Context: an optimization exercise on an open-source flow, tuned for small area, a short achievable clock period and few clock cycles per item. The choices shown serve that exercise and are no tape-out recipe. Where RTL was checked, it was by simulation tests only, not by an equivalence proof against the original. No activity file was given, so power comes from the tool's default toggle rates.

rev 12:
==> flow/design.v (excerpt) <==
module vpu_int_pipe #(
  parameter int LANES = 8,
  parameter int LW    = 16,
  parameter int RW    = 32
) (
  input  logic                clk,
  input  logic                rst,
  input  logic                flush,
  input  logic                in_valid,
  output logic                in_ready,
  input  logic [3:0]          op,
  input  logic [LANES*LW-1:0] vs1,
  input  logic [LANES*LW-1:0] vs2,
  input  logic [LANES-1:0]    mask,
  output logic                out_valid,
  input  logic                out_ready,
  output logic [LANES*LW-1:0] vd,
  output logic [RW-1:0]       rd
);
  localparam int SW   = $clog2(LW);
  localparam int SUMW = LW + $clog2(LANES);   
  localparam int NP   = LANES / 2;            
  localparam logic [3:0] OP_ADD  = 4'd0;
  localparam logic [3:0] OP_SUB  = 4'd1;
  localparam logic [3:0] OP_AND  = 4'd2;
  localparam logic [3:0] OP_OR   = 4'd3;
  localparam logic [3:0] OP_XOR  = 4'd4;
  localparam logic [3:0] OP_MAX  = 4'd5;
  localparam logic [3:0] OP_MIN  = 4'd6;
  localparam logic [3:0] OP_SLL  = 4'd7;
  localparam logic [3:0] OP_SRL  = 4'd8;
  localparam logic [3:0] OP_SRA  = 4'd9;
  localparam logic [3:0] OP_CGE  = 4'd10;
  localparam logic [3:0] OP_CLT  = 4'd11;
  localparam logic [3:0] OP_CEQ  = 4'd12;
  localparam logic [3:0] OP_CNE  = 4'd13;
  localparam logic [3:0] OP_RSUM = 4'd14;
  localparam logic [3:0] OP_RMAX = 4'd15;
  function automatic logic sge(input logic [LW-1:0] x, input logic [LW-1:0] y);
    logic [LW-1:0] gt, eq;
    gt = x & ~y;
    eq = ~(x ^ y);
    gt[LW-1] = ~x[LW-1] & y[LW-1];
    for (int k = 1; k < LW; k = k * 2)
      for (int i = 0; i < LW; i = i + 2 * k) begin
        gt[i] = gt[i + k] | (eq[i + k] & gt[i]);
        eq[i] = eq[i + k] & eq[i];
      end
    sge = gt[0] | eq[0];
  endfunction
  logic                s1_full, s2_free, s1_adv, accept;
  logic [3:0]          s1_op;
  logic                s1_sub;
  logic [LANES*LW-1:0] s1_a, s1_x, x_in;
  logic [LANES-1:0]    s1_mask;
  ...
For scale: roughly 430 flip-flops, about 440 I/O pins, roughly 51000 µm² of cells after synthesis.
==> flow/config.mk <==
export PLATFORM = sky130hd
export DESIGN_NAME = vpu_int_pipe
export DESIGN_NICKNAME = vpu_int_pipe
export VERILOG_FILES = /design/flow/design.v
export SDC_FILE = /design/flow/constraint.sdc
export NUM_CORES = 4
export LEC_CHECK = 0
export CAP_MARGIN = 20
export CORE_MARGIN = 2
export CORE_UTILIZATION = 40
export SETUP_SLACK_MARGIN = 2.5
export SLEW_MARGIN = 20
export TNS_END_PERCENT = 5
==> flow/constraint.sdc <==
create_clock -name core_clock -period 6.0 [get_ports {clk}]
set_input_delay 1.2000 -clock core_clock [delete_from_list [all_inputs] [get_ports {clk}]]
set_output_delay 1.2000 -clock core_clock [all_outputs]
set_load 0.01 [all_outputs]
run.sh (not shown) runs the stock make flow with config.mk's settings and CLKGATE_MAP_FILE= SYNTH_SCRIPT=/design/flow/synth_recipe.tcl, a recipe that flattens the netlist after the stock synthesis.
Rev 12 | status: complete | timing, DRC, antenna: pass
Changes in rev 13 relative to rev 12:
-- flow/design.v --
<<< rev 12, line 37
  localparam logic [3:0] OP_RSUM = 4'd14;
  localparam logic [3:0] OP_RMAX = 4'd15;
  function automatic logic sge(input logic [LW-1:0] x, input logic [LW-1:0] y);
    logic [LW-1:0] gt, eq;
>>> rev 13, line 37
  localparam logic [3:0] OP_RSUM = 4'd14;
  localparam logic [3:0] OP_RMAX = 4'd15;
  function automatic logic [1:0] sge_eq(input logic [LW-1:0] x, input logic [LW-1:0] y);
    logic [LW-1:0] gt, eq;
    gt = x & ~y;
    eq = ~(x ^ y);
    gt[LW-1] = ~x[LW-1] & y[LW-1];
    for (int k = 1; k < LW; k = k * 2)
      for (int i = 0; i < LW; i = i + 2 * k) begin
        gt[i] = gt[i + k] | (eq[i + k] & gt[i]);
        eq[i] = eq[i + k] & eq[i];
      end
    sge_eq = {gt[0] | eq[0], eq[0]};
  endfunction
  function automatic logic sge(input logic [LW-1:0] x, input logic [LW-1:0] y);
    logic [LW-1:0] gt, eq;
<<< rev 12, line 100
    assign b  = vs2[LW*gi +: LW];
    assign sh = b[SW-1:0];
    assign ge_in[gi] = sge(a, b);
    assign eq_in[gi] = (a == b);
    always_comb begin
      for (int i = 0; i < LW; i++) x[i] = (op == OP_SLL) ? a[LW-1-i] : a[i];
>>> rev 13, line 112
    assign b  = vs2[LW*gi +: LW];
    assign sh = b[SW-1:0];
    assign {ge_in[gi], eq_in[gi]} = sge_eq(a, b);
    always_comb begin
      for (int i = 0; i < LW; i++) x[i] = (op == OP_SLL) ? a[LW-1-i] : a[i];
==> run notes <==
Sort rev 13 and rev 12 by final non-filler cell area, descending, and rev 12 comes first.
Every run (rev 13 and rev 12) finished clean.
Launching instance or port of the critical path: s1_op[2]$_DFFE_PN_ -> rev 12, vs1[46] -> rev 13
Rev 13: overall power after layout higher than rev 12
Global-route usage essentially unchanged between rev 13 and rev 12.
The lower via count came out of rev 13.
[compare] base=rev 12 new=rev 13: worst reg2reg path depth saw an increase; overall die area down 2100 µm²; met2 usage moved up.
Testbench counts of rev 13, summed over its fixed seeds: cycles 16,016, items 16,000.
Function not checked in rev 12: the RTL went through the layout flow alone.

[afterwards: timing with drivers on the ports]
The results above use ideal ports. As a check the final layouts listed here were re-extracted and re-timed, cells and wires unchanged.
Step 1 sets driving cells, clkbuf_16 on the clock port and buf_2 on the other inputs (assumed; they add their load-dependent delay and slew).
Step 2 moves the port delays by t, midway between the first and last clock arrival at a register: inputs arrive t later, outputs are due t later. That takes back most of the time a late clock gives input paths.
Slacks: no drivers / after step 1 / after step 2; pairs: no drivers / after step 1.
run | t, ns | slack for setup (ns) | hold WS [ns]
rev 12 | 0.754 | 2.218 / 2.218 / 1.555 | 0.578 / 0.578 / 0.578
rev 13 | 0.770 | 2.241 / 2.294 / 1.524 | 0.564 / 0.564 / 0.564
After both steps every run listed still meets setup and hold. For rev 13, which loses most, drivers alone change the setup slack by +0.053 ns; drivers and shift together by -0.717 ns.
